What follows belongs to an exercise in optimizing a design on an open flow for small area, a short achievable clock period and few clock cycles; a production flow would make more cautious choices. At most, simulation tests tie the RTL to the original design; equivalence was not proved. Function not checked in run 1: the RTL went through the layout flow alone. Power is estimated from default activity; no workload was simulated.

[flow/config.mk]
export PLATFORM = sky130hd
export DESIGN_NAME = grid_cell_shape_membership_core
export DESIGN_NICKNAME = grid_cell_shape_membership_core
export VERILOG_FILES = /design/flow/design.v
export SDC_FILE = /design/flow/constraint.sdc
export NUM_CORES = 4
export LEC_CHECK = 0
export CAP_MARGIN = 20
export CORE_MARGIN = 2
export CORE_UTILIZATION = 40
export SETUP_SLACK_MARGIN = 3.5
export SLEW_MARGIN = 20
[flow/constraint.sdc]
create_clock -name core_clock -period 7.0 [get_ports {clk}]
set_input_delay 1.4000 -clock core_clock [delete_from_list [all_inputs] [get_ports {clk}]]
set_output_delay 1.4000 -clock core_clock [all_outputs]
set_load 0.01 [all_outputs]
[flow/design.v]
package gcsm_pkg;
  localparam int COORD_W = 6;
  localparam int VALUE_W = 32;
  localparam int CFG_IDX_W = 3;
  localparam int KIND_W = 4;
  localparam int MARK_W = 2;
  localparam logic [KIND_W-1:0] KIND_CIRCLE   = 4'd0;
  localparam logic [KIND_W-1:0] KIND_HALF_N   = 4'd1;
  localparam logic [KIND_W-1:0] KIND_HALF_S   = 4'd2;
  localparam logic [KIND_W-1:0] KIND_HALF_E   = 4'd3;
  localparam logic [KIND_W-1:0] KIND_HALF_W   = 4'd4;
  localparam logic [KIND_W-1:0] KIND_RECT     = 4'd5;
  localparam logic [KIND_W-1:0] KIND_TRIANGLE = 4'd6;
  localparam logic [KIND_W-1:0] KIND_ELLIPSE  = 4'd7;
  localparam logic [KIND_W-1:0] KIND_INACCESS = 4'd8;
  localparam logic [COORD_W-1:0] GRID_LAST_RESET = 6'd50;
endpackage
import gcsm_pkg::*;
module grid_cell_shape_membership_core
(
  input  logic                 clk,
  input  logic                 rst,
  input  logic                 cfg_valid,
  output logic                 cfg_ready,
  input  logic [gcsm_pkg::CFG_IDX_W-1:0] cfg_index,
  input  logic [gcsm_pkg::VALUE_W-1:0]   cfg_data,
  input  logic                 in_valid,
  output logic                 in_ready,
  input  logic [gcsm_pkg::COORD_W-1:0]   cell_x,
  input  logic [gcsm_pkg::COORD_W-1:0]   cell_y,
  output logic                 out_valid,
  input  logic                 out_ready,
  output logic [gcsm_pkg::COORD_W-1:0]   out_x,
  output logic [gcsm_pkg::COORD_W-1:0]   out_y,
  output logic [gcsm_pkg::MARK_W-1:0]    mark,
  output logic signed [gcsm_pkg::VALUE_W-1:0] write_value,
  output logic                 shape_fits
);
  function automatic logic le6(input logic [5:0] a, input logic [5:0] b);
    logic r;
    r = 1'b1;
    for (int i = 0; i < 6; i++) r = (!a[i] && b[i]) || ((!a[i] || b[i]) && r);
    le6 = r;
  endfunction
  function automatic logic lt6(input logic [5:0] a, input logic [5:0] b);
    logic r;
    r = 1'b0;
    for (int i = 0; i < 6; i++) r = (!a[i] && b[i]) || ((!a[i] || b[i]) && r);
    lt6 = r;
  endfunction
  function automatic logic le7(input logic [6:0] a, input logic [6:0] b);
    logic r;
    r = 1'b1;
    for (int i = 0; i < 7; i++) r = (!a[i] && b[i]) || ((!a[i] || b[i]) && r);
    le7 = r;
  endfunction
  function automatic logic le13(input logic [12:0] a, input logic [12:0] b);
    logic r;
    r = 1'b1;
    for (int i = 0; i < 13; i++) r = (!a[i] && b[i]) || ((!a[i] || b[i]) && r);
    le13 = r;
  endfunction
  function automatic logic [6:0] radd6(input logic [5:0] a, input logic [5:0] b,
                                       input logic ci);
    logic c;
    c = ci;
    for (int i = 0; i < 6; i++) begin
      radd6[i] = a[i] ^ b[i] ^ c;
      c = (a[i] & b[i]) | (a[i] & c) | (b[i] & c);
    end
    radd6[6] = c;
  endfunction
  logic [KIND_W-1:0]         shape_kind;
  logic [COORD_W-1:0]        reg_a, reg_b, reg_c, reg_d;
  logic [COORD_W-1:0]        grid_x_last, grid_y_last;
  logic [VALUE_W-1:0]        fill_value;
  logic [VALUE_W-1:0]        wdata;
  logic [COORD_W-1:0]        wgrid;
  logic [7:0]                wen;
  assign cfg_ready = 1'b1;
  always_comb begin
    wdata = rst ? '0 : cfg_data;
    wgrid = rst ? GRID_LAST_RESET : cfg_data[COORD_W-1:0];
    for (int i = 0; i < 8; i++) wen[i] = rst || (cfg_valid && cfg_index == 3'(i));
  end
  always_ff @(posedge clk) begin
    if (wen[0]) shape_kind  <= wdata[KIND_W-1:0];
    if (wen[1]) reg_a       <= wdata[COORD_W-1:0];
    if (wen[2]) reg_b       <= wdata[COORD_W-1:0];
    if (wen[3]) reg_c       <= wdata[COORD_W-1:0];
    if (wen[4]) reg_d       <= wdata[COORD_W-1:0];
    if (wen[5]) grid_x_last <= wgrid;
    if (wen[6]) grid_y_last <= wgrid;
    if (wen[7]) fill_value  <= wdata;
  end
  logic is_circ, is_n, is_s, is_e, is_w, is_rect, is_tri, is_ell, is_inacc, is_rt;
  logic fits, shape_ok;
  logic [COORD_W:0]   a_plus_cx, b_plus_ry, a_plus_b;
  logic [COORD_W-1:0] ry, cxn, cyn, k1n, k2n, tri_w, tri_h;
  logic [COORD_W-1:0] hw_lo, hw_hi;
  logic               d_gt_c, a_ge_b;
  logic [COORD_W:0]   tri_w_s, tri_h_s, hw_hi_s;
  always_comb begin
    is_n     = shape_kind == KIND_HALF_N;
    is_s     = shape_kind == KIND_HALF_S;
    is_e     = shape_kind == KIND_HALF_E;
    is_w     = shape_kind == KIND_HALF_W;
    is_inacc = shape_kind == KIND_INACCESS;
    is_circ  = (shape_kind[3] == 1'b0 && shape_kind[2:0] <= 3'd4) || is_inacc;
    is_rect  = shape_kind == KIND_RECT;
    is_tri   = shape_kind == KIND_TRIANGLE;
    is_ell   = shape_kind == KIND_ELLIPSE;
    is_rt    = is_rect || is_tri;
    ry        = is_ell ? reg_d : reg_c;
    a_plus_cx = radd6(reg_a, (is_w ? 6'd0 : reg_c), 1'b0);
    b_plus_ry = radd6(reg_b, (is_s ? 6'd0 : ry), 1'b0);
    if (is_circ || is_ell)
      fits = (is_e || le6(reg_c, reg_a)) && le7(a_plus_cx, {1'b0, grid_x_last}) &&
             (is_n || le6(ry, reg_b)) && le7(b_plus_ry, {1'b0, grid_y_last});
    else if (is_rt)
      fits = le6(reg_a, grid_x_last) && le6(reg_b, grid_x_last) &&
             le6(reg_c, grid_y_last) && le6(reg_d, grid_y_last);
    else
      fits = 1'b1;
    a_ge_b = le6(reg_b, reg_a);
    d_gt_c = lt6(reg_c, reg_d);
    tri_w_s = radd6(reg_a ^ {6{!a_ge_b}}, ~reg_b ^ {6{!a_ge_b}}, 1'b1);
    tri_h_s = radd6(reg_d ^ {6{!d_gt_c}}, ~reg_c ^ {6{!d_gt_c}}, 1'b1);
    tri_w   = tri_w_s[COORD_W-1:0];
    tri_h   = tri_h_s[COORD_W-1:0];
    hw_lo   = {1'b0, tri_w[COORD_W-1:1]};
    hw_hi_s = radd6({1'b0, tri_w[COORD_W-1:1]}, 6'd0, tri_w[0]);
    hw_hi   = hw_hi_s[COORD_W-1:0];
    a_plus_b = radd6(reg_a, reg_b, 1'b0);
    cxn = is_rt ? a_plus_b[COORD_W:1] : reg_a;
    cyn = is_rt ? reg_d : reg_b;
    k1n = is_ell ? reg_d : is_tri ? tri_h : 6'd1;
    k2n = is_ell ? reg_c : is_tri ? tri_w : 6'd1;
    if (is_ell)      shape_ok = (reg_c != '0) && (reg_d != '0);
    else if (is_tri) shape_ok = (tri_w != '0) && (tri_h != '0);
    else             shape_ok = is_circ || is_rect;
  end
  logic       fits_q;
  logic [5:0] k1, k2, cx, cy;
  always_ff @(posedge clk) begin
    fits_q <= fits;
    k1     <= k1n;
    k2     <= k2n;
    cx     <= cxn;
    cy     <= cyn;
  end
  logic adv, fire, geo_q, v1, v2, v3;
  assign adv      = !out_valid || out_ready;
  assign in_ready = adv && !geo_q;
  assign fire     = in_valid && in_ready;
  always_ff @(posedge clk) begin
    geo_q <= rst || (cfg_valid && cfg_index != 3'd7);
    if (rst) begin
      v1        <= 1'b0;
      v2        <= 1'b0;
      v3        <= 1'b0;
      out_valid <= 1'b0;
    end else if (adv) begin
      v1        <= fire;
      v2        <= v1;
      v3        <= v2;
      out_valid <= v3;
    end
  end
  logic [COORD_W:0]   dxs, dys;
  logic [COORD_W-1:0] dxm, dym;
  always_comb begin
    dxs = {1'b0, cell_x} - {1'b0, cx};
    dys = {1'b0, cell_y} - {1'b0, cy};
    dxm = dxs[COORD_W] ? -dxs[COORD_W-1:0] : dxs[COORD_W-1:0];
    dym = dys[COORD_W] ? -dys[COORD_W-1:0] : dys[COORD_W-1:0];
  end
  logic [COORD_W-1:0] x1, y1, ux, uy;
  logic               sx, sy, zx, zy;
  always_ff @(posedge clk) begin
    if (adv) begin
      x1 <= cell_x;
      y1 <= cell_y;
      ux <= fire ? dxm : reg_c;
      uy <= fire ? dym : '0;
      sx <= fire && dxs[COORD_W];
      sy <= fire && dys[COORD_W];
      zx <= fire && dxs == '0;
      zy <= fire && dys == '0;
    end
  end
  logic half_ok, span_x, span_y, gate;
  logic [11:0] m1, m2;
  always_comb begin
    half_ok = !((is_n && sy) || (is_s && !sy && !zy) ||
                (is_e && sx) || (is_w && !sx && !zx));
    span_x  = le6(ux, (sx ? hw_lo : hw_hi));
    span_y  = le6(uy, tri_h) && (d_gt_c ? (sy || zy) : !sy);
    gate = shape_ok && (is_circ ? half_ok : (is_rt ? (span_x && span_y) : 1'b1));
  end
  gcsm_mulk u_m1 (.k(k1), .u(ux), .p(m1));
  gcsm_mulk u_m2 (.k(k2), .u(uy), .p(m2));
  logic [COORD_W-1:0] x2, y2;
  logic [11:0]        m1q, m2q;
  logic               gate2, thr2;
  always_ff @(posedge clk) begin
    if (adv) begin
      x2    <= x1;
      y2    <= y1;
      m1q   <= m1;
      m2q   <= m2;
      gate2 <= gate;
      thr2  <= !v1;
    end
  end
  logic [20:0] rowa, rowb;
  logic        is_ce, pass;
  gcsm_sqrows u_sq (.a(m1q[9:0]), .b(m2q[9:0]), .r0(rowa), .r1(rowb));
  always_comb begin
    is_ce = is_circ || is_ell;
    pass  = fits_q && gate2 &&
            (is_tri ? le13({m1q, 1'b0}, {1'b0, m2q}) : 1'b1) &&
            !(is_ce && (m1q[11:10] != 2'd0 || m2q[11:10] != 2'd0));
  end
  logic [COORD_W-1:0] x3, y3;
  logic [20:0]        rowa_q, rowb_q;
  logic               pass3, thr3;
  always_ff @(posedge clk) begin
    if (adv) begin
      x3     <= x2;
      y3     <= y2;
      rowa_q <= rowa;
      rowb_q <= rowb;
      pass3  <= pass;
      thr3   <= thr2;
    end
  end
  logic [19:0] thr;
  logic [21:0] csa_s, csa_c, sdiff, thr_n;
  logic        sub_e, hit;
  always_comb begin
    thr_n = thr3 ? 22'h3fffff : {2'b11, ~thr};
    sub_e = thr3 || !is_ell;
    for (int i = 0; i < 22; i++) begin
      logic p, q;
      p = (i < 21) ? rowa_q[i] : 1'b0;
      q = (i < 21) ? rowb_q[i] : 1'b0;
      csa_s[i] = p ^ q ^ thr_n[i];
      csa_c[i] = (p & q) | (p & thr_n[i]) | (q & thr_n[i]);
    end
    sdiff = csa_s + {csa_c[20:0], sub_e};
    hit   = pass3 && (!is_ce || sdiff[21]);
  end
  always_ff @(posedge clk) begin
    if (adv && thr3) thr <= sdiff[19:0];
  end
  logic hit_q;
  always_ff @(posedge clk) begin
    if (adv) begin
      out_x <= x3;
      out_y <= y3;
      hit_q <= hit;
    end
  end
  assign mark        = {hit_q && is_inacc, hit_q && !is_inacc};
  assign write_value = hit_q ? fill_value : '0;
  assign shape_fits  = fits_q;
endmodule
module gcsm_mulk (input logic [5:0] k, input logic [5:0] u,
                  output logic [11:0] p);
  wire mk_t1 = (k[0] & u[4]) ^ (k[1] & u[3]);
  wire mk_t2 = (k[0] & u[4]) & (k[1] & u[3]);
  wire mk_t3 = (k[0] & u[5]) ^ (k[1] & u[4]) ^ (k[2] & u[3]);
  wire mk_t4 = ((k[0] & u[5]) & (k[1] & u[4])) | ((k[2] & u[3]) & ((k[0] & u[5]) ^ (k[1] & u[4])));
  wire mk_t5 = (k[3] & u[2]) ^ (k[4] & u[1]);
  wire mk_t6 = (k[3] & u[2]) & (k[4] & u[1]);
  wire mk_t7 = (k[1] & u[5]) ^ (k[2] & u[4]) ^ (k[3] & u[3]);
  wire mk_t8 = ((k[1] & u[5]) & (k[2] & u[4])) | ((k[3] & u[3]) & ((k[1] & u[5]) ^ (k[2] & u[4])));
  wire mk_t9 = (k[4] & u[2]) ^ (k[5] & u[1]);
  wire mk_t10 = (k[4] & u[2]) & (k[5] & u[1]);
  wire mk_t11 = (k[2] & u[5]) ^ (k[3] & u[4]) ^ (k[4] & u[3]);
  wire mk_t12 = ((k[2] & u[5]) & (k[3] & u[4])) | ((k[4] & u[3]) & ((k[2] & u[5]) ^ (k[3] & u[4])));
  wire mk_t13 = (k[0] & u[3]) ^ (k[1] & u[2]);
  wire mk_t14 = (k[0] & u[3]) & (k[1] & u[2]);
  wire mk_t15 = (k[2] & u[2]) ^ (k[3] & u[1]) ^ (k[4] & u[0]);
  wire mk_t16 = ((k[2] & u[2]) & (k[3] & u[1])) | ((k[4] & u[0]) & ((k[2] & u[2]) ^ (k[3] & u[1])));
  wire mk_t17 = (k[5] & u[0]) ^ mk_t2 ^ mk_t3;
  wire mk_t18 = ((k[5] & u[0]) & mk_t2) | (mk_t3 & ((k[5] & u[0]) ^ mk_t2));
  wire mk_t19 = mk_t4 ^ mk_t6 ^ mk_t7;
  wire mk_t20 = (mk_t4 & mk_t6) | (mk_t7 & (mk_t4 ^ mk_t6));
  wire mk_t21 = (k[5] & u[2]) ^ mk_t8 ^ mk_t10;
  wire mk_t22 = ((k[5] & u[2]) & mk_t8) | (mk_t10 & ((k[5] & u[2]) ^ mk_t8));
  wire mk_t23 = (k[3] & u[5]) ^ (k[4] & u[4]) ^ (k[5] & u[3]);
  wire mk_t24 = ((k[3] & u[5]) & (k[4] & u[4])) | ((k[5] & u[3]) & ((k[3] & u[5]) ^ (k[4] & u[4])));
  wire mk_t25 = (k[0] & u[2]) ^ (k[1] & u[1]);
  wire mk_t26 = (k[0] & u[2]) & (k[1] & u[1]);
  wire mk_t27 = (k[2] & u[1]) ^ (k[3] & u[0]) ^ mk_t13;
  wire mk_t28 = ((k[2] & u[1]) & (k[3] & u[0])) | (mk_t13 & ((k[2] & u[1]) ^ (k[3] & u[0])));
  wire mk_t29 = mk_t1 ^ mk_t14 ^ mk_t15;
  wire mk_t30 = (mk_t1 & mk_t14) | (mk_t15 & (mk_t1 ^ mk_t14));
  wire mk_t31 = mk_t5 ^ mk_t16 ^ mk_t17;
  wire mk_t32 = (mk_t5 & mk_t16) | (mk_t17 & (mk_t5 ^ mk_t16));
  wire mk_t33 = mk_t9 ^ mk_t18 ^ mk_t19;
  wire mk_t34 = (mk_t9 & mk_t18) | (mk_t19 & (mk_t9 ^ mk_t18));
  wire mk_t35 = mk_t11 ^ mk_t20 ^ mk_t21;
  wire mk_t36 = (mk_t11 & mk_t20) | (mk_t21 & (mk_t11 ^ mk_t20));
  wire mk_t37 = mk_t12 ^ mk_t22 ^ mk_t23;
  wire mk_t38 = (mk_t12 & mk_t22) | (mk_t23 & (mk_t12 ^ mk_t22));
  wire mk_t39 = (k[4] & u[5]) ^ (k[5] & u[4]) ^ mk_t24;
  wire mk_t40 = ((k[4] & u[5]) & (k[5] & u[4])) | (mk_t24 & ((k[4] & u[5]) ^ (k[5] & u[4])));
  assign p = {1'b0, (k[5] & u[5]), mk_t38, mk_t36, mk_t34, mk_t32, mk_t30, mk_t28, mk_t26, (k[2] & u[0]), (k[0] & u[1]), (k[0] & u[0])} + {1'b0, mk_t40, mk_t39, mk_t37, mk_t35, mk_t33, mk_t31, mk_t29, mk_t27, mk_t25, (k[1] & u[0]), 1'b0};
endmodule
module gcsm_sqrows (input logic [9:0] a, input logic [9:0] b,
                    output logic [20:0] r0, output logic [20:0] r1);
  wire sq_t1 = (a[0] & a[8]) ^ (a[1] & a[7]);
  wire sq_t2 = (a[0] & a[8]) & (a[1] & a[7]);
  wire sq_t3 = (a[0] & a[9]) ^ (a[1] & a[8]) ^ (a[2] & a[7]);
  wire sq_t4 = ((a[0] & a[9]) & (a[1] & a[8])) | ((a[2] & a[7]) & ((a[0] & a[9]) ^ (a[1] & a[8])));
  wire sq_t5 = (a[1] & a[9]) ^ (a[2] & a[8]) ^ (a[3] & a[7]);
  wire sq_t6 = ((a[1] & a[9]) & (a[2] & a[8])) | ((a[3] & a[7]) & ((a[1] & a[9]) ^ (a[2] & a[8])));
  wire sq_t7 = (a[0] & a[6]) ^ (a[1] & a[5]) ^ (a[2] & a[4]);
  wire sq_t8 = ((a[0] & a[6]) & (a[1] & a[5])) | ((a[2] & a[4]) & ((a[0] & a[6]) ^ (a[1] & a[5])));
  wire sq_t9 = (a[0] & a[7]) ^ (a[1] & a[6]) ^ (a[2] & a[5]);
  wire sq_t10 = ((a[0] & a[7]) & (a[1] & a[6])) | ((a[2] & a[5]) & ((a[0] & a[7]) ^ (a[1] & a[6])));
  wire sq_t11 = (a[4] & ~a[3]) ^ (b[0] & b[7]);
  wire sq_t12 = (a[4] & ~a[3]) & (b[0] & b[7]);
  wire sq_t13 = (a[2] & a[6]) ^ (a[3] & a[5]) ^ (a[3] & a[4]);
  wire sq_t14 = ((a[2] & a[6]) & (a[3] & a[5])) | ((a[3] & a[4]) & ((a[2] & a[6]) ^ (a[3] & a[5])));
  wire sq_t15 = (b[0] & b[8]) ^ (b[1] & b[7]) ^ (b[2] & b[6]);
  wire sq_t16 = ((b[0] & b[8]) & (b[1] & b[7])) | ((b[2] & b[6]) & ((b[0] & b[8]) ^ (b[1] & b[7])));
  wire sq_t17 = (b[3] & b[5]) ^ (b[3] & b[4]);
  wire sq_t18 = (b[3] & b[5]) & (b[3] & b[4]);
  wire sq_t19 = (a[3] & a[6]) ^ (a[5] & ~a[4]) ^ (b[0] & b[9]);
  wire sq_t20 = ((a[3] & a[6]) & (a[5] & ~a[4])) | ((b[0] & b[9]) & ((a[3] & a[6]) ^ (a[5] & ~a[4])));
  wire sq_t21 = (b[1] & b[8]) ^ (b[2] & b[7]) ^ (b[3] & b[6]);
  wire sq_t22 = ((b[1] & b[8]) & (b[2] & b[7])) | ((b[3] & b[6]) & ((b[1] & b[8]) ^ (b[2] & b[7])));
  wire sq_t23 = (b[5] & ~b[4]) ^ sq_t2 ^ sq_t3;
  wire sq_t24 = ((b[5] & ~b[4]) & sq_t2) | (sq_t3 & ((b[5] & ~b[4]) ^ sq_t2));
  wire sq_t25 = (a[4] & a[6]) ^ (a[4] & a[5]) ^ (b[1] & b[9]);
  wire sq_t26 = ((a[4] & a[6]) & (a[4] & a[5])) | ((b[1] & b[9]) & ((a[4] & a[6]) ^ (a[4] & a[5])));
  wire sq_t27 = (b[2] & b[8]) ^ (b[3] & b[7]) ^ (b[4] & b[6]);
  wire sq_t28 = ((b[2] & b[8]) & (b[3] & b[7])) | ((b[4] & b[6]) & ((b[2] & b[8]) ^ (b[3] & b[7])));
  wire sq_t29 = (b[4] & b[5]) ^ sq_t4 ^ sq_t5;
  wire sq_t30 = ((b[4] & b[5]) & sq_t4) | (sq_t5 & ((b[4] & b[5]) ^ sq_t4));
  wire sq_t31 = (a[2] & a[9]) ^ (a[3] & a[8]) ^ (a[4] & a[7]);
  wire sq_t32 = ((a[2] & a[9]) & (a[3] & a[8])) | ((a[4] & a[7]) & ((a[2] & a[9]) ^ (a[3] & a[8])));
  wire sq_t33 = (a[6] & ~a[5]) ^ (b[2] & b[9]) ^ (b[3] & b[8]);
  wire sq_t34 = ((a[6] & ~a[5]) & (b[2] & b[9])) | ((b[3] & b[8]) & ((a[6] & ~a[5]) ^ (b[2] & b[9])));
  wire sq_t35 = (b[4] & b[7]) ^ (b[6] & ~b[5]) ^ sq_t6;
  wire sq_t36 = ((b[4] & b[7]) & (b[6] & ~b[5])) | (sq_t6 & ((b[4] & b[7]) ^ (b[6] & ~b[5])));
  wire sq_t37 = (a[3] & a[9]) ^ (a[4] & a[8]) ^ (a[5] & a[7]);
  wire sq_t38 = ((a[3] & a[9]) & (a[4] & a[8])) | ((a[5] & a[7]) & ((a[3] & a[9]) ^ (a[4] & a[8])));
  wire sq_t39 = (a[5] & a[6]) ^ (b[3] & b[9]) ^ (b[4] & b[8]);
  wire sq_t40 = ((a[5] & a[6]) & (b[3] & b[9])) | ((b[4] & b[8]) & ((a[5] & a[6]) ^ (b[3] & b[9])));
  wire sq_t41 = (b[5] & b[7]) ^ (b[5] & b[6]);
  wire sq_t42 = (b[5] & b[7]) & (b[5] & b[6]);
  wire sq_t43 = (a[4] & a[9]) ^ (a[5] & a[8]) ^ (a[7] & ~a[6]);
  wire sq_t44 = ((a[4] & a[9]) & (a[5] & a[8])) | ((a[7] & ~a[6]) & ((a[4] & a[9]) ^ (a[5] & a[8])));
  wire sq_t45 = (b[4] & b[9]) ^ (b[5] & b[8]);
  wire sq_t46 = (b[4] & b[9]) & (b[5] & b[8]);
  wire sq_t47 = (a[5] & a[9]) ^ (a[6] & a[8]) ^ (a[6] & a[7]);
  wire sq_t48 = ((a[5] & a[9]) & (a[6] & a[8])) | ((a[6] & a[7]) & ((a[5] & a[9]) ^ (a[6] & a[8])));
  wire sq_t49 = (a[0] & a[4]) ^ (a[1] & a[3]) ^ (a[1] & a[2]);
  wire sq_t50 = ((a[0] & a[4]) & (a[1] & a[3])) | ((a[1] & a[2]) & ((a[0] & a[4]) ^ (a[1] & a[3])));
  wire sq_t51 = (a[0] & a[5]) ^ (a[1] & a[4]) ^ (a[3] & ~a[2]);
  wire sq_t52 = ((a[0] & a[5]) & (a[1] & a[4])) | ((a[3] & ~a[2]) & ((a[0] & a[5]) ^ (a[1] & a[4])));
  wire sq_t53 = (b[0] & b[5]) ^ (b[1] & b[4]);
  wire sq_t54 = (b[0] & b[5]) & (b[1] & b[4]);
  wire sq_t55 = (a[2] & a[3]) ^ (b[0] & b[6]) ^ (b[1] & b[5]);
  wire sq_t56 = ((a[2] & a[3]) & (b[0] & b[6])) | ((b[1] & b[5]) & ((a[2] & a[3]) ^ (b[0] & b[6])));
  wire sq_t57 = (b[2] & b[4]) ^ (b[2] & b[3]) ^ sq_t7;
  wire sq_t58 = ((b[2] & b[4]) & (b[2] & b[3])) | (sq_t7 & ((b[2] & b[4]) ^ (b[2] & b[3])));
  wire sq_t59 = (b[1] & b[6]) ^ (b[2] & b[5]) ^ (b[4] & ~b[3]);
  wire sq_t60 = ((b[1] & b[6]) & (b[2] & b[5])) | ((b[4] & ~b[3]) & ((b[1] & b[6]) ^ (b[2] & b[5])));
  wire sq_t61 = sq_t8 ^ sq_t9 ^ sq_t11;
  wire sq_t62 = (sq_t8 & sq_t9) | (sq_t11 & (sq_t8 ^ sq_t9));
  wire sq_t63 = sq_t1 ^ sq_t10 ^ sq_t12;
  wire sq_t64 = (sq_t1 & sq_t10) | (sq_t12 & (sq_t1 ^ sq_t10));
  wire sq_t65 = sq_t13 ^ sq_t15 ^ sq_t17;
  wire sq_t66 = (sq_t13 & sq_t15) | (sq_t17 & (sq_t13 ^ sq_t15));
  wire sq_t67 = sq_t14 ^ sq_t16 ^ sq_t18;
  wire sq_t68 = (sq_t14 & sq_t16) | (sq_t18 & (sq_t14 ^ sq_t16));
  wire sq_t69 = sq_t19 ^ sq_t21 ^ sq_t23;
  wire sq_t70 = (sq_t19 & sq_t21) | (sq_t23 & (sq_t19 ^ sq_t21));
  wire sq_t71 = sq_t20 ^ sq_t22 ^ sq_t24;
  wire sq_t72 = (sq_t20 & sq_t22) | (sq_t24 & (sq_t20 ^ sq_t22));
  wire sq_t73 = sq_t25 ^ sq_t27 ^ sq_t29;
  wire sq_t74 = (sq_t25 & sq_t27) | (sq_t29 & (sq_t25 ^ sq_t27));
  wire sq_t75 = sq_t26 ^ sq_t28 ^ sq_t30;
  wire sq_t76 = (sq_t26 & sq_t28) | (sq_t30 & (sq_t26 ^ sq_t28));
  wire sq_t77 = sq_t31 ^ sq_t33 ^ sq_t35;
  wire sq_t78 = (sq_t31 & sq_t33) | (sq_t35 & (sq_t31 ^ sq_t33));
  wire sq_t79 = sq_t32 ^ sq_t34 ^ sq_t36;
  wire sq_t80 = (sq_t32 & sq_t34) | (sq_t36 & (sq_t32 ^ sq_t34));
  wire sq_t81 = sq_t37 ^ sq_t39 ^ sq_t41;
  wire sq_t82 = (sq_t37 & sq_t39) | (sq_t41 & (sq_t37 ^ sq_t39));
  wire sq_t83 = (b[7] & ~b[6]) ^ sq_t38 ^ sq_t40;
  wire sq_t84 = ((b[7] & ~b[6]) & sq_t38) | (sq_t40 & ((b[7] & ~b[6]) ^ sq_t38));
  wire sq_t85 = sq_t42 ^ sq_t43 ^ sq_t45;
  wire sq_t86 = (sq_t42 & sq_t43) | (sq_t45 & (sq_t42 ^ sq_t43));
  wire sq_t87 = (b[5] & b[9]) ^ (b[6] & b[8]) ^ (b[6] & b[7]);
  wire sq_t88 = ((b[5] & b[9]) & (b[6] & b[8])) | ((b[6] & b[7]) & ((b[5] & b[9]) ^ (b[6] & b[8])));
  wire sq_t89 = sq_t44 ^ sq_t46 ^ sq_t47;
  wire sq_t90 = (sq_t44 & sq_t46) | (sq_t47 & (sq_t44 ^ sq_t46));
  wire sq_t91 = (a[6] & a[9]) ^ (a[8] & ~a[7]) ^ (b[6] & b[9]);
  wire sq_t92 = ((a[6] & a[9]) & (a[8] & ~a[7])) | ((b[6] & b[9]) & ((a[6] & a[9]) ^ (a[8] & ~a[7])));
  wire sq_t93 = (b[8] & ~b[7]) ^ sq_t48;
  wire sq_t94 = (b[8] & ~b[7]) & sq_t48;
  wire sq_t95 = (a[7] & a[9]) ^ (a[7] & a[8]) ^ (b[7] & b[9]);
  wire sq_t96 = ((a[7] & a[9]) & (a[7] & a[8])) | ((b[7] & b[9]) & ((a[7] & a[9]) ^ (a[7] & a[8])));
  wire sq_t97 = (a[0] & a[2]) ^ (a[0] & a[1]);
  wire sq_t98 = (a[0] & a[2]) & (a[0] & a[1]);
  wire sq_t99 = (a[0] & a[3]) ^ (a[2] & ~a[1]) ^ (b[0] & b[3]);
  wire sq_t100 = ((a[0] & a[3]) & (a[2] & ~a[1])) | ((b[0] & b[3]) & ((a[0] & a[3]) ^ (a[2] & ~a[1])));
  wire sq_t101 = (b[0] & b[4]) ^ (b[1] & b[3]) ^ (b[1] & b[2]);
  wire sq_t102 = ((b[0] & b[4]) & (b[1] & b[3])) | ((b[1] & b[2]) & ((b[0] & b[4]) ^ (b[1] & b[3])));
  wire sq_t103 = (b[3] & ~b[2]) ^ sq_t50 ^ sq_t51;
  wire sq_t104 = ((b[3] & ~b[2]) & sq_t50) | (sq_t51 & ((b[3] & ~b[2]) ^ sq_t50));
  wire sq_t105 = sq_t52 ^ sq_t54 ^ sq_t55;
  wire sq_t106 = (sq_t52 & sq_t54) | (sq_t55 & (sq_t52 ^ sq_t54));
  wire sq_t107 = sq_t56 ^ sq_t58 ^ sq_t59;
  wire sq_t108 = (sq_t56 & sq_t58) | (sq_t59 & (sq_t56 ^ sq_t58));
  wire sq_t109 = sq_t60 ^ sq_t62 ^ sq_t63;
  wire sq_t110 = (sq_t60 & sq_t62) | (sq_t63 & (sq_t60 ^ sq_t62));
  wire sq_t111 = sq_t64 ^ sq_t66 ^ sq_t67;
  wire sq_t112 = (sq_t64 & sq_t66) | (sq_t67 & (sq_t64 ^ sq_t66));
  wire sq_t113 = sq_t68 ^ sq_t70 ^ sq_t71;
  wire sq_t114 = (sq_t68 & sq_t70) | (sq_t71 & (sq_t68 ^ sq_t70));
  wire sq_t115 = sq_t72 ^ sq_t74 ^ sq_t75;
  wire sq_t116 = (sq_t72 & sq_t74) | (sq_t75 & (sq_t72 ^ sq_t74));
  wire sq_t117 = sq_t76 ^ sq_t78 ^ sq_t79;
  wire sq_t118 = (sq_t76 & sq_t78) | (sq_t79 & (sq_t76 ^ sq_t78));
  wire sq_t119 = sq_t80 ^ sq_t82 ^ sq_t83;
  wire sq_t120 = (sq_t80 & sq_t82) | (sq_t83 & (sq_t80 ^ sq_t82));
  wire sq_t121 = sq_t84 ^ sq_t86 ^ sq_t87;
  wire sq_t122 = (sq_t84 & sq_t86) | (sq_t87 & (sq_t84 ^ sq_t86));
  wire sq_t123 = sq_t88 ^ sq_t90 ^ sq_t91;
  wire sq_t124 = (sq_t88 & sq_t90) | (sq_t91 & (sq_t88 ^ sq_t90));
  wire sq_t125 = (b[7] & b[8]) ^ sq_t92 ^ sq_t94;
  wire sq_t126 = ((b[7] & b[8]) & sq_t92) | (sq_t94 & ((b[7] & b[8]) ^ sq_t92));
  wire sq_t127 = (a[9] & ~a[8]) ^ (b[9] & ~b[8]);
  wire sq_t128 = (a[9] & ~a[8]) & (b[9] & ~b[8]);
  wire sq_t129 = (b[0] & b[2]) ^ (b[0] & b[1]);
  wire sq_t130 = (b[0] & b[2]) & (b[0] & b[1]);
  wire sq_t131 = (b[2] & ~b[1]) ^ sq_t98 ^ sq_t99;
  wire sq_t132 = ((b[2] & ~b[1]) & sq_t98) | (sq_t99 & ((b[2] & ~b[1]) ^ sq_t98));
  wire sq_t133 = sq_t49 ^ sq_t100 ^ sq_t101;
  wire sq_t134 = (sq_t49 & sq_t100) | (sq_t101 & (sq_t49 ^ sq_t100));
  wire sq_t135 = sq_t53 ^ sq_t102 ^ sq_t103;
  wire sq_t136 = (sq_t53 & sq_t102) | (sq_t103 & (sq_t53 ^ sq_t102));
  wire sq_t137 = sq_t57 ^ sq_t104 ^ sq_t105;
  wire sq_t138 = (sq_t57 & sq_t104) | (sq_t105 & (sq_t57 ^ sq_t104));
  wire sq_t139 = sq_t61 ^ sq_t106 ^ sq_t107;
  wire sq_t140 = (sq_t61 & sq_t106) | (sq_t107 & (sq_t61 ^ sq_t106));
  wire sq_t141 = sq_t65 ^ sq_t108 ^ sq_t109;
  wire sq_t142 = (sq_t65 & sq_t108) | (sq_t109 & (sq_t65 ^ sq_t108));
  wire sq_t143 = sq_t69 ^ sq_t110 ^ sq_t111;
  wire sq_t144 = (sq_t69 & sq_t110) | (sq_t111 & (sq_t69 ^ sq_t110));
  wire sq_t145 = sq_t73 ^ sq_t112 ^ sq_t113;
  wire sq_t146 = (sq_t73 & sq_t112) | (sq_t113 & (sq_t73 ^ sq_t112));
  wire sq_t147 = sq_t77 ^ sq_t114 ^ sq_t115;
  wire sq_t148 = (sq_t77 & sq_t114) | (sq_t115 & (sq_t77 ^ sq_t114));
  wire sq_t149 = sq_t81 ^ sq_t116 ^ sq_t117;
  wire sq_t150 = (sq_t81 & sq_t116) | (sq_t117 & (sq_t81 ^ sq_t116));
  wire sq_t151 = sq_t85 ^ sq_t118 ^ sq_t119;
  wire sq_t152 = (sq_t85 & sq_t118) | (sq_t119 & (sq_t85 ^ sq_t118));
  wire sq_t153 = sq_t89 ^ sq_t120 ^ sq_t121;
  wire sq_t154 = (sq_t89 & sq_t120) | (sq_t121 & (sq_t89 ^ sq_t120));
  wire sq_t155 = sq_t93 ^ sq_t122 ^ sq_t123;
  wire sq_t156 = (sq_t93 & sq_t122) | (sq_t123 & (sq_t93 ^ sq_t122));
  wire sq_t157 = sq_t95 ^ sq_t124 ^ sq_t125;
  wire sq_t158 = (sq_t95 & sq_t124) | (sq_t125 & (sq_t95 ^ sq_t124));
  wire sq_t159 = sq_t96 ^ sq_t126 ^ sq_t127;
  wire sq_t160 = (sq_t96 & sq_t126) | (sq_t127 & (sq_t96 ^ sq_t126));
  wire sq_t161 = (a[8] & a[9]) ^ (b[8] & b[9]) ^ sq_t128;
  wire sq_t162 = ((a[8] & a[9]) & (b[8] & b[9])) | (sq_t128 & ((a[8] & a[9]) ^ (b[8] & b[9])));
  assign r0 = {sq_t162, sq_t160, sq_t158, sq_t156, sq_t154, sq_t152, sq_t150, sq_t148, sq_t146, sq_t144, sq_t142, sq_t140, sq_t138, sq_t136, sq_t134, sq_t132, sq_t130, sq_t97, (a[1] & ~a[0]), 1'b0, a[0]};
  assign r1 = {1'b0, sq_t161, sq_t159, sq_t157, sq_t155, sq_t153, sq_t151, sq_t149, sq_t147, sq_t145, sq_t143, sq_t141, sq_t139, sq_t137, sq_t135, sq_t133, sq_t131, sq_t129, (b[1] & ~b[0]), 1'b0, b[0]};
endmodule
[flow/run.sh]
#!/bin/bash
# synth_recipe.tcl (not shown) runs the flow's synth.tcl, then flattens the netlist and writes it again
# the make line also repeats each setting of config.mk as NAME=value (left out here)
make -C /OpenROAD-flow-scripts/flow DESIGN_CONFIG=/design/flow/config.mk WORK_HOME=/design/flow/orfs CLKGATE_MAP_FILE= SYNTH_SCRIPT=/design/flow/synth_recipe.tcl finish
==> results of run 1 <==
final timing paths:
| kind | startpoint | slack (ns) | endpoint |
|---|---|---|---|
| worst max-delay path | reg_a[0] | 3.19 | gate2 |
| worst min-delay path | y3[2] | 0.42 | out_y[2] |
| worst max register to register | reg_a[0] | 3.19 | gate2 |
| worst min register to register | y3[2] | 0.42 | out_y[2] |
power by group through the flow:
stage                     combinational [mW]  sequential, mW  clock (mW)
after floorplan                         1.80            2.10           0
after global placement                  2.21            2.25           0
after detailed placement                2.25            2.25           0
after CTS                               2.51            2.17        1.51
after global routing                    3.13            2.19        1.58
final                                   2.80            2.16        1.48
flip-flops by register name (all words and copies together), names as in the netlist, 12 cells and up:
name	cells
rowa_q	20
m2q	12
thr	20
fill_value	32
m1q	12
rowb_q	19
layout by cell type, fill, tap and decap left out, types with 23 or more instances in the layout:
| cell type | count |
|---|---|
| clkbuf_16 | 29 |
| clkdlybuf4s50_1 | 96 |
| nand2b_1 | 23 |
| and2_1 | 153 |
| xnor2_1 | 35 |
| dfxtp_1 | 25 |
| buf_4 | 84 |
| inv_1 | 248 |
| a21oi_1 | 34 |
| edfxtp_1 | 224 |
| o21ai_0 | 36 |
| nand2_1 | 91 |
| ha_1 | 87 |
| nor2_1 | 89 |
| fa_1 | 137 |
| nor2b_1 | 71 |
| maj3_2 | 26 |
area by class of cell:
class,count,area [sq um]
clock buffer,37,756
clock inverter,14,161
fill,3920,22300
inverter,262,988
multi-input combinational,1096,10100
sequential,254,7340
tap,592,741
timing repair buffer,202,1880
through the flow:
step           hold slack (ns)  instance area, sq um  setup WS (ns)  total power [mW]  cells
5_1_grt                  0.423                 21900           3.05              6.89   2457
4_1_cts                  0.418                 21300           3.24              6.19   2421
3_3_place_gp             0.401                 19700           2.70              4.45   2308
3_5_place_dp             0.405                 19700           2.70              4.50   2308
6_report                 0.417                 21900           3.19              6.44   2457
2_1_floorplan            0.400                 18100           2.99              3.91   1654
worst max-delay path: cells and delay by family (launching register included):
kind	cells	cell delay, ns
flops	1	0.50
fa+ha+maj	4	0.99
mux	1	0.31
buf+inv	2	0.27
simple gates	3	0.52
xor+xnor	1	0.17
compound gates	5	0.89
cells by family after synthesis:
logic type / Yosys count / synth area share [%]
adders and majority gates: 282 / 25.2
buffers and inverters: 304 / 6.47
xor gates and xnor gates: 54 / 2.68
muxes: 13 / 0.809
and+or+nand+nor: 521 / 15.4
other: 1 / 0.0209
AOI/OAI and AO/OA: 225 / 8.59
DFF: 254 / 40.8
per-layer routing:
metal	global-route usage, %	vias to the layer above	routed length (um)
met3	3.44	57	2430
met2	29.6	277	19700
met4	5.33	0	861
met1	23.8	6022	18400
li1	-	5871	-
met5	0	-	0
what timing repair did:
item	in CTS	in global routing
setup buffers	62	36
setup endpoints to repair	58	29
pin swaps	27	46
gates resized for setup	63	75
hold endpoints to repair	0	0
==> impl_metrics.py, run 1 <==
metrics = {
    "run_status": {
        "run_status": "no timing/DRC/antenna violations",
    },
    "yosys": {
        "synth_edf_count": 224,
        "synth_largest_area_cell": "edfxtp_1",
        "synth_area_sq_um": 17900,
        "synth-async-reset-ratio_pct": 0,
        "yosysWarnings": 1,
        "syn_inst": 1654,
        "yosysTopAreaCellShare_pct": 37.5,
        "synth_seq_cells": 254,
        "avgSynthCellArea_sq_um": 10.8,
        "yosysMostFrequentCell": "inv_1",
        "ys_types": 76,
        "synth.top_cells.by_area": "edfxtp_1, fa_1, ha_1",
        "synth_ff_type": "edfxtp_1",
        "ys_seq_area_share_pct": 40.8,
        "ys_top_cells_by_count": "inv_1, edfxtp_1, and2_1",
        "syn_nets": 1951,
    },
    "final_layout": {
        "final_core_util_pct": 49.6,
        "area_growth_pct": 22.2,
        "fin_nets": 2142,
        "antennaDiodeCount": 0,
        "final_layout_size_suffix_gt1_share_pct": 16.6,
    },
    "drt": {
        "drt-pass1-iter-count": 5,
        "num_vias": 12200,
        "via_per_inst": 4.98,
        "drtIter0Drc": 594,
        "drc_errors": 0,
        "wl_mm": 41.4,
        "post_drt_wl_per_cell_um": 16.8,
        "antenna_left": 0,
    },
    "sta": {
        "timing.final.crit_share_pct": 54.5,
        "setup_viol": 0,
        "worst_slew_margin_rel_pct": 31.9,
        "fmax_mhz": 262,
        "finalMaxSlewViolations": 0,
        "min_period_ns": 3.81,
        "tightestPinTransition_ns": 1.02,
        "fin_setup_tns_ns": 0,
        "rsz0062_at_grt": "true",
        "finClkSkew_ns": 0.0139,
        "hold_violations": 0,
    },
    "hold_path": {
        "min_path_type": "reg -> reg",
        "min_delay_path_depth": 0,
    },
    "grt": {
        "antenna_found_initial": 1,
        "grt_max_degree": 86,
        "grt_overflow": 0,
        "grt_pass1_vias": 12500,
        "track_usage_pct": 17.8,
        "grt_pass1_wl_mm": 66.6,
    },
    "clock_tree": {
        "clock_sinks": 254,
        "cts_tree": "built",
        "cts_buffer_depth": 3,
        "cts-htree-levels": 1,
        "clkTransAtPathRegs_ns": 0.06,
        "insertion_delay_ns": 0.57,
        "cts_root_buffer": "clkbuf_16",
        "postCtsHoldBufs": 0,
        "numCtsBuffers": 29,
    },
    "critical_path": {
        "required_ns": 7.42,
        "max_stage_delay_ns": 0.50,
        "critical_path_class": "reg -> reg",
        "worstPathArrival_ns": 4.24,
        "endpoint_kind": "flop",
        "cp-start-kind": "flop",
        "critPathMaxFanout": 5,
        "crit_path_cell_trace": "buf_6 > nor2b_2 > maj3_2 > maj3_1 > mux2i_4 > a21oi_2 > or2_4 > xor2_4 > inv_2 > ha_4 > ha_4 > nand2_1 > a221oi_2 > o311a_1 > o2111ai_2 > o21ai_1",
        "cpMostUsedCell": "ha_4",
        "cp_slowest_cell": "edfxtp_1",
        "r2r_cells": 16,
    },
    "power": {
        "p_sw_share_pct": 34.5,
        "seqPwrFrac_pct": 33.5,
        "combinationalPowerShare_pct": 43.6,
        "switching_power_mw": 2.22,
        "vdd_ir_drop_max_uv": 269,
        "internal_power_mw": 4.22,
        "static-leakage-power_nw": 9.29,
        "power_density_nw_per_um2": 294,
        "pwr-share-clk_pct": 22.9,
    },
    "die": {
        "coreArea_sq_um": 44200,
        "row_count": 77,
        "ios": 102,
        "die-height_um": 216,
        "start_util_pct": 40.6,
        "die_area_sq_um": 46600,
        "die_w_um": 216,
    },
    "job": {
        "drv_cap": 0,
    },
    "placed_design": {
        "numPortBuffers": 100,
        "hpwl_mm": 29.6,
        "gp_congestion": 0.893,
    },
}
==> run 2: changes to the inputs <==
--- a/flow/design.v
+++ b/flow/design.v
@@ -95,10 +95,8 @@
   end
   logic is_circ, is_n, is_s, is_e, is_w, is_rect, is_tri, is_ell, is_inacc, is_rt;
-  logic fits, shape_ok;
+  logic shape_ok, fx1, fx2, fy1, fy2, frt;
   logic [COORD_W:0]   a_plus_cx, b_plus_ry, a_plus_b;
-  logic [COORD_W-1:0] ry, cxn, cyn, k1n, k2n, tri_w, tri_h;
-  logic [COORD_W-1:0] hw_lo, hw_hi;
-  logic               d_gt_c, a_ge_b;
-  logic [COORD_W:0]   tri_w_s, tri_h_s, hw_hi_s;
+  logic [COORD_W-1:0] ry, cxn, cyn, k1n, k2n, xlo, xhi, ylo, yhi;
+  logic               a_lt_b, c_lt_d;
   always_comb begin
     is_n     = shape_kind == KIND_HALF_N;
@@ -115,34 +113,35 @@
     a_plus_cx = radd6(reg_a, (is_w ? 6'd0 : reg_c), 1'b0);
     b_plus_ry = radd6(reg_b, (is_s ? 6'd0 : ry), 1'b0);
-    if (is_circ || is_ell)
-      fits = (is_e || le6(reg_c, reg_a)) && le7(a_plus_cx, {1'b0, grid_x_last}) &&
-             (is_n || le6(ry, reg_b)) && le7(b_plus_ry, {1'b0, grid_y_last});
-    else if (is_rt)
-      fits = le6(reg_a, grid_x_last) && le6(reg_b, grid_x_last) &&
-             le6(reg_c, grid_y_last) && le6(reg_d, grid_y_last);
-    else
-      fits = 1'b1;
-    a_ge_b = le6(reg_b, reg_a);
-    d_gt_c = lt6(reg_c, reg_d);
-    tri_w_s = radd6(reg_a ^ {6{!a_ge_b}}, ~reg_b ^ {6{!a_ge_b}}, 1'b1);
-    tri_h_s = radd6(reg_d ^ {6{!d_gt_c}}, ~reg_c ^ {6{!d_gt_c}}, 1'b1);
-    tri_w   = tri_w_s[COORD_W-1:0];
-    tri_h   = tri_h_s[COORD_W-1:0];
-    hw_lo   = {1'b0, tri_w[COORD_W-1:1]};
-    hw_hi_s = radd6({1'b0, tri_w[COORD_W-1:1]}, 6'd0, tri_w[0]);
-    hw_hi   = hw_hi_s[COORD_W-1:0];
+    fx1 = is_e || le6(reg_c, reg_a);
+    fx2 = le7(a_plus_cx, {1'b0, grid_x_last});
+    fy1 = is_n || le6(ry, reg_b);
+    fy2 = le7(b_plus_ry, {1'b0, grid_y_last});
+    frt = le6(reg_a, grid_x_last) && le6(reg_b, grid_x_last) &&
+          le6(reg_c, grid_y_last) && le6(reg_d, grid_y_last);
+    a_lt_b = lt6(reg_a, reg_b);
+    c_lt_d = lt6(reg_c, reg_d);
+    xlo    = a_lt_b ? reg_a : reg_b;
+    xhi    = a_lt_b ? reg_b : reg_a;
+    ylo    = c_lt_d ? reg_c : reg_d;
+    yhi    = c_lt_d ? reg_d : reg_c;
     a_plus_b = radd6(reg_a, reg_b, 1'b0);
     cxn = is_rt ? a_plus_b[COORD_W:1] : reg_a;
     cyn = is_rt ? reg_d : reg_b;
-    k1n = is_ell ? reg_d : is_tri ? tri_h : 6'd1;
-    k2n = is_ell ? reg_c : is_tri ? tri_w : 6'd1;
+    k1n = is_ell ? reg_d : is_tri ? yhi - ylo : 6'd1;
+    k2n = is_ell ? reg_c : is_tri ? xhi - xlo : 6'd1;
     if (is_ell)      shape_ok = (reg_c != '0) && (reg_d != '0);
-    else if (is_tri) shape_ok = (tri_w != '0) && (tri_h != '0);
+    else if (is_tri) shape_ok = (reg_a != reg_b) && (reg_c != reg_d);
     else             shape_ok = is_circ || is_rect;
   end
-  logic       fits_q;
+  logic       fx1_q, fx2_q, fy1_q, fy2_q, frt_q, fits_q;
   logic [5:0] k1, k2, cx, cy;
   always_ff @(posedge clk) begin
-    fits_q <= fits;
+    fx1_q  <= fx1;
+    fx2_q  <= fx2;
+    fy1_q  <= fy1;
+    fy2_q  <= fy2;
+    frt_q  <= frt;
+    fits_q <= (is_circ || is_ell) ? (fx1_q && fx2_q && fy1_q && fy2_q) :
+              is_rt ? frt_q : 1'b1;
     k1     <= k1n;
     k2     <= k2n;
@@ -195,6 +194,6 @@
     half_ok = !((is_n && sy) || (is_s && !sy && !zy) ||
                 (is_e && sx) || (is_w && !sx && !zx));
-    span_x  = le6(ux, (sx ? hw_lo : hw_hi));
-    span_y  = le6(uy, tri_h) && (d_gt_c ? (sy || zy) : !sy);
+    span_x  = le6(xlo, x1) && le6(x1, xhi);
+    span_y  = le6(ylo, y1) && le6(y1, yhi);
     gate = shape_ok && (is_circ ? half_ok : (is_rt ? (span_x && span_y) : 1'b1));
   end
--- a/flow/config.mk
+++ b/flow/config.mk
@@ -9,4 +9,6 @@
 export CORE_MARGIN = 2
 export CORE_UTILIZATION = 40
-export SETUP_SLACK_MARGIN = 3.5
+export CTS_BUF_LIST = sky130_fd_sc_hd__clkbuf_4 sky130_fd_sc_hd__clkbuf_8
+export CTS_CLUSTER_SIZE = 30
+export SETUP_SLACK_MARGIN = 3.7
 export SLEW_MARGIN = 20
==> run 2 against run 1 <==
Net effect: largest cell class unchanged; wire length increased by 6.2%; area after synthesis increased by 0.20%; critical path type unchanged; cell count increased by 3.3%; first-iteration DRC count increased by 32%; hold slack got worse by 0.0024 ns; register-to-register slack improved by 0.37 ns; core utilization increased by 1.3 points.
==> impl_metrics.py, run 2 <==
metrics = {
    "run_status": {
        "run_status": "no timing/DRC/antenna violations",
    },
    "power": {
        "vdd_ir_drop_max_uv": 296,
        "power_density_nw_per_um2": 305,
        "static-leakage-power_nw": 9.94,
        "power_mw": 6.88,
    },
    "yosys": {
        "yosysMostFrequentCell": "inv_1",
        "synth_area_sq_um": 18000,
        "syn_inst": 1660,
        "syn_nets": 1957,
        "synth.top_cells.by_area": "edfxtp_1, fa_1, ha_1",
        "synth_ff_type": "edfxtp_1",
        "synth-async-reset-ratio_pct": 0,
        "synth_edf_count": 224,
        "ys_types": 67,
        "ys_seq_area_share_pct": 41.3,
        "avgSynthCellArea_sq_um": 10.8,
        "synth_largest_area_cell": "edfxtp_1",
        "yosysWarnings": 1,
        "ys_top_cells_by_count": "inv_1, edfxtp_1, and2_1",
        "yosysTopAreaCellShare_pct": 37.4,
        "synth_seq_cells": 259,
    },
    "placed_design": {
        "hpwl_mm": 30.1,
        "gp_congestion": 0.916,
        "post-place-ws_ns": 2.57,
        "numPortBuffers": 100,
    },
    "final_layout": {
        "final_layout_size_suffix_gt1_share_pct": 21.1,
        "multiInputGateArea_sq_um": 10100,
        "area_growth_pct": 25.4,
        "mostFrequentLayoutCells": "inv_1, edfxtp_1, and2_1",
        "final_common_cell": "inv_1",
        "largestRegisters": "fill_value (32), rowa_q (20), thr (20)",
        "seq_area_sq_um": 7440,
        "largest_register_ffs": 32,
        "top_register": "fill_value",
        "fin_nets": 2200,
        "fillers": 3976,
    },
    "sta": {
        "fin_setup_tns_ns": 0,
        "timing.final.crit_share_pct": 49.3,
        "worst_slew_margin_rel_pct": 33.8,
        "finalMaxSlewViolations": 0,
        "fin_ws_ns": 3.55,
        "setup_viol": 0,
        "tightestPinTransition_ns": 0.993,
        "fmax_mhz": 290,
        "rsz0062_at_grt": "true",
        "finClkSkew_ns": 0.0338,
        "min_period_ns": 3.45,
        "hold_violations": 0,
    },
    "clock_tree": {
        "insertion_delay_ns": 0.64,
        "numCtsBuffers": 49,
        "cts_root_buffer": "clkbuf_8",
        "cts_buffer_depth": 3,
        "postCtsHoldBufs": 0,
        "clock_sinks": 259,
        "clkTransAtPathRegs_ns": 0.06,
        "cts_tree": "built",
        "cts-htree-levels": 2,
    },
    "die": {
        "row_count": 77,
        "start_util_pct": 40.6,
        "coreArea_sq_um": 44300,
        "die_area_sq_um": 46600,
        "die-height_um": 216,
        "ios": 102,
        "die_w_um": 216,
    },
    "job": {
        "drv_cap": 0,
    },
    "hold_path": {
        "min_delay_path_depth": 0,
        "min_path_type": "reg -> reg",
    },
    "critical_path": {
        "critPathMaxFanout": 6,
        "cp-start-kind": "flop",
        "critical_path_class": "reg -> reg",
        "r2r_end": "thr[4]",
        "reg2reg_from": "thr3",
        "required_ns": 7.35,
        "endpoint_kind": "flop",
        "crit_start": "thr3",
        "r2r_slack_ns": 3.55,
        "worstPathArrival_ns": 3.80,
        "worstSetupEndpoint": "thr[4]",
        "r2r_cells": 22,
    },
    "drt": {
        "post_drt_wl_per_cell_um": 17.3,
        "wl_mm": 44.0,
        "num_vias": 12600,
        "via_per_inst": 4.99,
        "antenna_left": 0,
        "drt-pass1-iter-count": 5,
        "drtIter0Drc": 785,
        "drc_errors": 0,
    },
    "grt": {
        "grt_pass1_wl_mm": 69.7,
        "antenna_found_initial": 2,
        "grt_overflow": 0,
        "grt_pass1_vias": 13200,
        "grt_max_degree": 101,
        "track_usage_pct": 18.9,
    },
}
==> run 2: cell count changes in the layout (fill, tap and decap cells not counted), sizes merged, moves of 10 or more <==
cell           delta
o21a             -14
a21oi            +10
clkdlybuf4s50    -33
nor2             -20
dlymetal6s2s     +10
clkbuf           +34
buf              +36
dlygate4sd2      +12
==> run 2: cell families (layout without fill, tap and decap cells) <==
logic type                 Yosys count  in the layout  synth area share (%)
xor gates and xnor gates            54             54                  2.63
muxes                               20             20                  1.12
other                                1              2                0.0209
DFF                                259            259                  41.3
and+or+nand+nor                    497            497                  14.7
buffers and inverters              306            590                  6.46
adders and majority gates          281            281                  24.9
AOI/OAI and AO/OA                  242            242                  8.79
==> run 2: stage by stage <==
step	utilization [%]	hold WS [ns]	cell area, sq um	cells
6_report	50.8	0.414	22500	2537
5_1_grt	50.8	0.419	22500	2537
4_1_cts	49.0	0.409	21700	2487
3_5_place_dp	44.3	0.406	19600	2315
3_3_place_gp	44.3	0.402	19600	2315
2_1_floorplan	-	0.400	18000	1660
==> run 2: how the worst min path moves through the flow <==
stage | slack, ns | from | to
floorplan | 0.40 | x3[0] | out_x[0]
global placement | 0.40 | x2[1] | x3[1]
detailed placement | 0.41 | x2[4] | x3[4]
CTS | 0.41 | y2[4] | y3[4]
global route | 0.42 | x2[1] | x3[1]
finish | 0.41 | y2[4] | y3[4]
==> run 2: timing repair <==
item / CTS / global route
buffers inserted: 80 / 48
endpoints found under the setup margin: 71 / 58
pin swaps: 32 / 50
resized for setup: 128 / 146
endpoints found under the hold margin: 0 / 0
cloned: 0 / 1
==> run 2: cell type report <==
class	count	share of cell area (%)
Clock buffer	64	3.69
Timing Repair Buffer	234	9.61
Antenna cell	1	0.0111
Tap cell	592	3.29
Clock inverter	28	1.24
Sequential cell	259	33.0
Inverter	264	4.46
Multi-Input combinational cell	1095	44.7
==> run 2: report_power, final <==
group          leakage [nW]  internal (mW)  switching (mW)
Combinational          6.66           1.44            1.57
Clock                 0.586          0.971           0.700
Sequential             2.69           2.03           0.170
Total                  9.94           4.45            2.44
==> run 2: worst max-delay path, stage by stage (launching register included) <==
cell      delay (ns)
edfxtp_1        0.41
buf_12          0.16
buf_6           0.12
nor2b_4         0.09
fa_1            0.41
inv_1           0.08
ha_2            0.19
inv_2           0.04
fa_2            0.36
nor3b_4         0.23
buf_4           0.16
buf_6           0.08
buf_6           0.08
buf_6           0.08
buf_6           0.08
buf_6           0.08
buf_6           0.08
buf_6           0.08
buf_6           0.08
buf_6           0.08
buf_6           0.08
nor2_2          0.03
xnor2_1         0.11
==> run 2: layer usage <==
metal  global-route usage, %  vias up  part of all wire, %
li1                        -     6010                    -
met3                    4.19       89                  5.8
met2                    32.7      348                   49
met1                    23.2     6202                   42
met4                    6.46        0                  3.3
met5                       0        -                    0
Testbench counts of run 2, summed over its fixed seeds: cycles 14,784.
==> run 3: changes to the inputs <==
--- a/flow/config.mk
+++ b/flow/config.mk
@@ -6,9 +6,8 @@
 export NUM_CORES = 4
 export LEC_CHECK = 0
-export CAP_MARGIN = 20
+export CAP_MARGIN = 0
 export CORE_MARGIN = 2
 export CORE_UTILIZATION = 40
-export CTS_BUF_LIST = sky130_fd_sc_hd__clkbuf_4 sky130_fd_sc_hd__clkbuf_8
-export CTS_CLUSTER_SIZE = 30
 export SETUP_SLACK_MARGIN = 3.7
-export SLEW_MARGIN = 20
+export SLEW_MARGIN = 0
+export TNS_END_PERCENT = 5
==> run 3 against run 2 <==
Net effect: still clean on timing, DRC and antenna; count of clock-buffer cells in the layout fell by 24; critical path depth is 10 lower; area after synthesis unchanged; clock power decreased by 4%; synthesized cell count unchanged; clock skew fell by 0.016 ns; combinational power down 11%; wire length fell by 4.4%; critical path type unchanged; highest routed layer is now met5.
==> impl_metrics.py, run 3 <==
metrics = {
    "yosys": {
        "ys_seq_area_share_pct": 41.3,
        "syn_nets": 1957,
        "muxShareOfSynthArea_pct": 1.12,
        "ys_types": 67,
        "synth_ff_type": "edfxtp_1",
        "synth_seq_cells": 259,
        "ys_top_cells_by_count": "inv_1, edfxtp_1, and2_1",
        "synth_compound_area_share_pct": 8.79,
        "syn_inst": 1660,
        "yosysWarnings": 1,
        "yosys.area_share.simple_pct": 14.7,
        "yosysTopAreaCellShare_pct": 37.4,
        "avgSynthCellArea_sq_um": 10.8,
        "synth_edf_count": 224,
        "synth_largest_area_cell": "edfxtp_1",
        "synth_top_family_by_area": "adder cells",
        "synth.top_cells.by_area": "edfxtp_1, fa_1, ha_1",
        "synth_xor_area_share_pct": 2.63,
        "yosysMostFrequentCell": "inv_1",
        "synth-async-reset-ratio_pct": 0,
        "synth_fa_ha_area_share_pct": 24.9,
        "synth_area_sq_um": 18000,
    },
    "drt": {
        "num_vias": 12300,
        "via_per_inst": 5.02,
        "drtIter0Drc": 711,
        "drt-pass1-iter-count": 6,
        "drc_errors": 0,
        "wl_mm": 42.0,
        "post_drt_wl_per_cell_um": 17.2,
        "antenna_left": 0,
    },
    "die": {
        "coreArea_sq_um": 44300,
        "start_util_pct": 40.6,
        "row_count": 77,
        "die-height_um": 216,
        "die_w_um": 216,
        "die_area_sq_um": 46600,
        "ios": 102,
    },
    "grt": {
        "grt_max_degree": 84,
        "antenna_found_initial": 3,
        "track_usage_pct": 18.4,
        "grt_pass1_vias": 12900,
        "grt_pass1_wl_mm": 68.2,
        "grt_overflow": 0,
    },
    "final_layout": {
        "final_common_cell": "inv_1",
        "stdcell_count": 2444,
        "top_register": "fill_value",
        "largestRegisters": "fill_value (32), rowa_q (20), thr (20)",
        "fillers": 4077,
        "mostFrequentLayoutCells": "inv_1, edfxtp_1, and2_1",
        "antennaDiodeCount": 0,
        "fin_nets": 2125,
        "largest_register_ffs": 32,
        "final_layout_size_suffix_gt1_share_pct": 12.9,
        "seq_area_sq_um": 7430,
        "area_growth_pct": 20.4,
        "fin_area_sq_um": 21600,
        "multiInputGateArea_sq_um": 9810,
    },
    "critical_path": {
        "worstPathArrival_ns": 3.88,
        "cp-start-kind": "flop",
        "critPathMaxFanout": 19,
        "r2r_slack_ns": 3.45,
        "r2r_end": "gate2",
        "critical_path_class": "reg -> reg",
        "crit_start": "reg_c[1]",
        "reg2reg_from": "reg_c[1]",
        "required_ns": 7.33,
        "worstSetupEndpoint": "gate2",
        "r2r_cells": 12,
        "endpoint_kind": "flop",
    },
    "sta": {
        "finalMaxSlewViolations": 0,
        "setup_viol": 0,
        "finClkSkew_ns": 0.0178,
        "worst_slew_margin_rel_pct": 40.0,
        "fin_setup_tns_ns": 0,
        "min_period_ns": 3.55,
        "fin_ws_ns": 3.45,
        "fmax_mhz": 281,
        "hold_violations": 0,
        "timing.final.crit_share_pct": 50.8,
        "rsz0062_at_grt": "true",
        "tightestPinTransition_ns": 0.898,
    },
    "job": {
        "drv_cap": 0,
    },
    "clock_tree": {
        "numCtsBuffers": 30,
        "cts_tree": "built",
        "cts-htree-levels": 1,
        "clock_sinks": 259,
        "clkTransAtPathRegs_ns": 0.06,
        "postCtsHoldBufs": 0,
        "cts_root_buffer": "clkbuf_16",
        "insertion_delay_ns": 0.57,
        "cts_buffer_depth": 3,
    },
    "placed_design": {
        "numPortBuffers": 100,
        "gp_congestion": 0.906,
        "hpwl_mm": 30.4,
        "post-place-ws_ns": 2.52,
        "dp.cells": 2318,
        "placed_cell_area_sq_um": 19600,
    },
    "hold_path": {
        "min_path_type": "reg -> reg",
    },
    "power": {
        "static-leakage-power_nw": 9.22,
        "power_mw": 6.49,
        "vdd_ir_drop_max_uv": 253,
        "power_density_nw_per_um2": 300,
    },
    "run_status": {
        "run_status": "no timing/DRC/antenna violations",
    },
}
-- run 3: cell counts after synthesis --
Identical to the previous run, type by type.
-- run 3: metal layers --
layer | GRT usage (%) | part of all wire, % | wire [um]
met1 | 24.3 | 45 | 18800
met3 | 3.83 | 6.0 | 2540
met4 | 5.71 | 3.0 | 1270
met2 | 30.5 | 46 | 19400
met5 | 0 | 0.031 | 13
-- run 3: layout make-up --
| type | count | share of cell area, % |
|---|---|---|
| multi-input combinational | 1095 | 45.3 |
| sequential | 259 | 34.4 |
| timing repair buffer | 178 | 7.63 |
| inverter | 264 | 4.60 |
| clock buffer | 40 | 3.79 |
| tap | 592 | 3.42 |
| clock inverter | 16 | 0.856 |
-- run 3: metrics by stage --
| stage | hold WS (ns) | utilization [%] |
|---|---|---|
| after floorplan | 0.400 | - |
| after global placement | 0.401 | 44.3 |
| after detailed placement | 0.405 | 44.3 |
| after CTS | 0.417 | 48.2 |
| after global routing | 0.423 | 48.8 |
| final | 0.418 | 48.8 |
-- run 3: critical path, stage by stage (launching register included) --
cell      delay, ns
edfxtp_1       0.49
buf_4          0.24
ha_1           0.20
nand2b_1       0.15
a221oi_2       0.33
o41ai_4        0.09
buf_6          0.18
mux2i_1        0.27
a221oi_1       0.14
or3_1          0.49
a221oi_2       0.26
a211oi_1       0.09
o31ai_1        0.38
-- run 3: logic make-up (layout without fill, tap and decap cells) --
kind of cell / count (synthesis) / in the layout
AOI/OAI and AO/OA: 242 / 242
xor gates and xnor gates: 54 / 54
other: 1 / 1
adders and majority gates: 281 / 281
and+or+nand+nor: 497 / 497
DFF: 259 / 259
muxes: 20 / 20
buffers and inverters: 306 / 498
-- run 3: worst min path at each step --
stage / depth (start not counted) / start / end / slack [ns]
finish: 0 / x3[3] / out_x[3] / 0.42
detailed placement: 0 / x3[1] / out_x[1] / 0.40
floorplan: 0 / x3[0] / out_x[0] / 0.40
global route: 0 / x3[3] / out_x[3] / 0.42
global placement: 0 / x2[0] / x3[0] / 0.40
CTS: 0 / x3[3] / out_x[3] / 0.42
-- run 3: repair_timing --
item	CTS	global route
pin swaps	24	18
endpoints found under the setup margin	159	76
buffers inserted	51	18
gates resized for setup	100	32
cloned	1	0
-- run 3: where the power goes --
part	switching (mW)	total [mW]	internal, mW	leakage (nW)
Combinational	1.41	2.67	1.26	6.03
Clock	0.632	1.60	0.966	0.498
Sequential	0.184	2.22	2.03	2.69
==> run 4: changes to the inputs <==
--- a/flow/config.mk
+++ b/flow/config.mk
@@ -6,8 +6,7 @@
 export NUM_CORES = 4
 export LEC_CHECK = 0
-export CAP_MARGIN = 0
+export CAP_MARGIN = 20
 export CORE_MARGIN = 2
 export CORE_UTILIZATION = 40
 export SETUP_SLACK_MARGIN = 3.7
-export SLEW_MARGIN = 0
-export TNS_END_PERCENT = 5
+export SLEW_MARGIN = 20
==> run 4 against run 3 <==
Net effect: clock power grew 4%; critical endpoint is now m2q[11]; fmax grew 5.2%; critical path type unchanged; largest power group unchanged; count of clock-buffer cells in the layout shrank 1.
==> impl_metrics.py, run 4 <==
metrics = {
    "power": {
        "seqPwrFrac_pct": 32.2,
        "pwr-share-clk_pct": 24.4,
        "power_density_nw_per_um2": 301,
        "static-leakage-power_nw": 10.2,
    },
    "sta": {
        "finalMaxSlewViolations": 0,
        "fmax_mhz": 296,
        "hold_violations": 0,
        "holdWs_ns": 0.417,
        "rsz0062_at_grt": "true",
        "fin_ws_ns": 3.62,
    },
    "drt": {
        "num_vias": 12700,
        "wl_mm": 44.0,
        "drc_errors": 0,
        "drtIter0Drc": 712,
        "drt-pass1-iter-count": 6,
    },
    "yosys": {
        "yosysWarnings": 1,
        "synth_largest_area_cell": "edfxtp_1",
        "ys_top_cells_by_count": "inv_1, edfxtp_1, and2_1",
        "ys_seq_area_share_pct": 41.3,
        "syn_inst": 1660,
        "yosysMostFrequentCell": "inv_1",
    },
    "placed_design": {
        "placed_cell_area_sq_um": 19600,
        "numPortBuffers": 100,
    },
    "grt": {
        "grt_overflow": 0,
        "grt_pass1_vias": 13200,
        "antenna_found_initial": 1,
        "track_usage_pct": 18.5,
        "grt_pass1_wl_mm": 69.3,
    },
    "job": {
        "drv_cap": 0,
    },
    "critical_path": {
        "cp-start-kind": "flop",
        "worstPathArrival_ns": 3.72,
        "cp_slowest_cell": "fa_2",
        "endpoint_kind": "flop",
    },
    "final_layout": {
        "final_core_util_pct": 51.1,
        "antennaDiodeCount": 0,
        "top_register": "fill_value",
        "area_growth_pct": 26.0,
        "final_common_cell": "inv_1",
        "final_layout_size_suffix_gt1_share_pct": 19.7,
        "largestRegisters": "fill_value (32), rowa_q (20), thr (20)",
    },
    "clock_tree": {
        "insertion_delay_ns": 0.59,
        "cts_root_buffer": "clkbuf_16",
        "clkTransAtPathRegs_ns": 0.07,
        "cts_tree": "built",
        "postCtsHoldBufs": 0,
    },
    "hold_path": {
        "min_path_type": "reg -> reg",
    },
    "run_status": {
        "run_status": "no timing/DRC/antenna violations",
    },
    "die": {
        "start_util_pct": 40.6,
        "die_w_um": 216,
    },
}
-- run 4: changes by cell type in the layout (fill, tap and decap cells not counted), moves of 12 or more --
cell	before	now
clkdlybuf4s50_1	96	62
inv_1	251	239
buf_4	68	123
dlymetal6s2s_1	0	30
-- run 4: area by class of cell --
type	instances	area (sq um)	area share, %
Tap cell	592	741	3.27
Clock inverter	19	199	0.878
Timing Repair Buffer	245	2310	10.2
Clock buffer	39	857	3.78
Inverter	264	1010	4.45
Sequential cell	259	7450	32.9
Multi-Input combinational cell	1095	10100	44.6
-- run 4: per-layer routing --
| layer | vias to the layer above | part of all wire [%] | track usage, % |
|---|---|---|---|
| met5 | - | 0 | 0 |
| met4 | 0 | 3.0 | 5.94 |
| met3 | 76 | 5.4 | 3.82 |
| met2 | 304 | 50 | 32.4 |
| met1 | 6317 | 42 | 22.9 |
| li1 | 5979 | - | - |
-- run 4: path summary, 6_finish.rpt --
| path | startpoint | endpoint | slack [ns] | cells after the start |
|---|---|---|---|---|
| setup / recovery | uy[4] | m2q[11] | 3.62 | 14 |
| hold / removal | x2[1] | x3[1] | 0.42 | 0 |
| setup reg to reg | uy[4] | m2q[11] | 3.62 | 14 |
| hold reg to reg | x2[1] | x3[1] | 0.42 | 0 |
-- run 4: worst max-delay path: cells and delay by family, from the launching register on --
family                     cells  cell delay (ns)
AOI/OAI and AO/OA              5             0.59
DFF                            1             0.39
adders and majority gates      4             1.80
buffers and inverters          2             0.11
and+or+nand+nor                3             0.23
-- run 4: power by group through the flow --
stage	registers [mW]	clock network [mW]	logic, mW
2_1_floorplan	2.15	0	1.71
3_3_place_gp	2.28	0	2.12
3_5_place_dp	2.28	0	2.19
4_1_cts	2.20	1.71	2.65
5_1_grt	2.22	1.76	3.29
6_report	2.20	1.67	2.96
-- run 4: repair_timing --
action                                  in CTS  in global routing
pin swaps                                   42                 62
gates resized for setup                    129                131
endpoints found under the setup margin      75                 66
buffers inserted                            81                 57
hold endpoints to repair                     0                  0
cloned                                       0                  2
-- run 4: cell families after synthesis --
logic type | Yosys count | share of synthesized area [%]
AOI/OAI and AO/OA | 242 | 8.79
xor gates and xnor gates | 54 | 2.63
adders and majority gates | 281 | 24.9
buffers and inverters | 306 | 6.46
DFF | 259 | 41.3
muxes | 20 | 1.12
other | 1 | 0.0209
and+or+nand+nor | 497 | 14.7
-- run 4: per-stage QoR --
| stage | total power, mW | std cells |
|---|---|---|
| 4_1_cts | 6.56 | 2454 |
| 3_5_place_dp | 4.47 | 2315 |
| 3_3_place_gp | 4.40 | 2315 |
| 6_report | 6.82 | 2513 |
| 2_1_floorplan | 3.86 | 1660 |
| 5_1_grt | 7.27 | 2513 |

Check on run 4: ideal ports give 3.622 ns setup slack; a clkbuf_16 on the clock port and buf_2 on the inputs give 3.610 ns; moving port delays by the midpoint clock arrival (0.631 ns) as well gives 3.203 ns.
